From an optimization exercise on the open Yosys and OpenROAD flow, aimed at small area, a short achievable clock period and few clock cycles per item; shortcuts taken in it are not production practice. Only simulation tests tie the RTL to the original design; equivalence was not proved. Power and IR drop assume default switching activity.

## esckm_top
module esckm_top (
    input  wire logic        aclk,
    input  wire logic        aresetn,
    input  wire logic        s_valid,
    output logic             s_ready,
    input  wire logic        s_cmd,
    input  wire logic [6:0]  s_entry_index,
    input  wire logic [7:0]  s_pattern_byte0,
    input  wire logic [7:0]  s_pattern_byte1,
    input  wire logic [7:0]  s_pattern_byte2,
    input  wire logic [7:0]  s_pattern_byte3,
    input  wire logic [7:0]  s_pattern_byte4,
    input  wire logic [2:0]  s_pattern_length,
    input  wire logic [1:0]  s_keycode_count,
    input  wire logic [7:0]  s_first_keycode,
    input  wire logic [7:0]  s_second_keycode,
    input  wire logic [7:0]  s_key_byte,
    output logic             m_valid,
    input  wire logic        m_ready,
    output logic             m_result_kind,
    output logic [7:0]       m_keycode,
    output logic             m_last_of_run,
    input  wire logic        psel,
    input  wire logic        penable,
    input  wire logic        pwrite,
    input  wire logic [2:0]  paddr,
    input  wire logic [31:0] pwdata,
    output logic      [31:0] prdata,
    output logic             pready
);
    esckm_pkg::in_item_t  s_item;
    esckm_pkg::out_item_t m_item;
    assign s_item.cmd            = s_cmd;
    assign s_item.entry_index    = s_entry_index;
    assign s_item.pattern_byte0  = s_pattern_byte0;
    assign s_item.pattern_byte1  = s_pattern_byte1;
    assign s_item.pattern_byte2  = s_pattern_byte2;
    assign s_item.pattern_byte3  = s_pattern_byte3;
    assign s_item.pattern_byte4  = s_pattern_byte4;
    assign s_item.pattern_length = s_pattern_length;
    assign s_item.keycode_count  = s_keycode_count;
    assign s_item.first_keycode  = s_first_keycode;
    assign s_item.second_keycode = s_second_keycode;
    assign s_item.key_byte       = s_key_byte;
    assign m_result_kind = m_item.result_kind;
    assign m_keycode     = m_item.keycode;
    assign m_last_of_run = m_item.last_of_run;
  ...
clock: 5.5 ns
lec_check: 0
cap_margin: 20
core_margin: 2
core_utilization: 30
place_density: 0.36
setup_slack_margin: 2.5
slew_margin: 20
tns_end_percent: 20
run.sh (not shown) runs the stock make flow with config.mk's settings and CLKGATE_MAP_FILE= SYNTH_SCRIPT=/design/flow/synth_recipe.tcl, a recipe that flattens the netlist after the stock synthesis.
The baseline reached the layout checks and failed them: antenna violations.
Testbench counts at the start, summed over its fixed seeds: cycles 1,959, keys 1,935.
Then changed:
Settings changed: CORE_UTILIZATION 30 to 35, PLACE_DENSITY 0.36 to 0.45.
The changed run ran to the end with no violations.
Routed wire length fell by 5.5%.
Clock power fell by about 4%.
Final area goes down by 2.0%.
Worst hold slack improved by 0.046 ns.
Non-clock buffer count fell by 106.
Die area decreases by 14%.
Global-route usage goes up by 2.3 points.
Core utilization rises by 5.2 points.
Then changed:
Settings changed: CORE_UTILIZATION 35 to 30, PLACE_DENSITY 0.45 to 0.36, TNS_END_PERCENT 20 to default.
What happened: The new run finished with timing, DRC and antenna clean. Clock skew decreases by 0.019 ns. Clock power increases by about 4%. Die area increases by about 17%. First-iteration DRC count decreases by 19%. Wire length increases by 6.3%. Utilization decreases by 4.9 points.
Then changed:
==> flow/flow/run.sh (new file) <==
#!/bin/bash
# Standard layout (the standard.sh, ORFS synth .. finish) with one change:
# the port buffers that global placement inserts are buf_4 cells instead of
# the cell buffer_ports picks by default (a delay buffer), so the output
# ports are driven by a regular buffer. Every port is still buffered.
set -euo pipefail
bash standard.sh finish "BUFFER_PORTS_ARGS=-buffer_cell sky130_fd_sc_hd__buf_4" > flow_make.log 2>&1
==> flow/standard.sh (new file) <==
#!/bin/bash
# synth_recipe.tcl (not shown) runs the flow's synth.tcl, then flattens the netlist and writes it again
# the make line also repeats each setting of config.mk as NAME=value (left out here)
make -C /OpenROAD-flow-scripts/flow DESIGN_CONFIG=/design/flow/config.mk WORK_HOME=/design/flow/orfs CLKGATE_MAP_FILE= SYNTH_SCRIPT=/design/flow/synth_recipe.tcl "${@:-finish}"
Settings changed: CORE_UTILIZATION 30 to 35, PLACE_DENSITY 0.36 to 0.42.
removed: flow/run.sh
Non-clock buffer count fell by 118.
Final cell count went down by 6.4%.
Power went down by 3.4%.
First-iteration DRC count went up by 21%.
Cell area came out lower by 2.2%.
Via count hardly moves.
Sequential share of layout area increases by 1.4 points.
Area after synthesis is unchanged.
Clock power went down by 6.6%.

==> separate check: timing with driven ports <==
The flow's constraints put no driver on any port. The routed layouts listed below were extracted and timed again, unchanged, in two steps. Step 1 assumes that a clkbuf_16 drives the clock port and a buf_2 every other input. Step 2 adds t to the input delays and takes it off the output delays; t is the mean of the earliest and latest rising clock arrival at the registers after step 1. Input paths then give back, and output paths get back, about the clock's delay inside the block. a / b / c = ideal ports / drivers / drivers and shift; a / b = the first two.
run | shift t [ns] | setup slack, ns | hold slack, ns | latest minus earliest clock arrival (ns) | cell pins on the clock port's net
the first run | 1.205 | 2.200 / 2.201 / 1.296 | 0.440 / 0.332 / 0.504 | 0.057 / 0.056 | 1
the second run | 1.138 | 2.063 / 2.063 / 1.319 | 0.486 / 0.390 / 0.530 | 0.096 / 0.096 | 1
the third run | 1.196 | 2.261 / 2.261 / 1.484 | 0.437 / 0.340 / 0.524 | 0.056 / 0.056 | 1
the fourth run | 1.137 | 2.189 / 2.189 / 1.741 | 0.151 / 0.064 / 0.527 | 0.073 / 0.073 | 1
For the first run, which loses most, drivers alone change the setup slack by +0.001 ns; drivers and shift together by -0.904 ns.
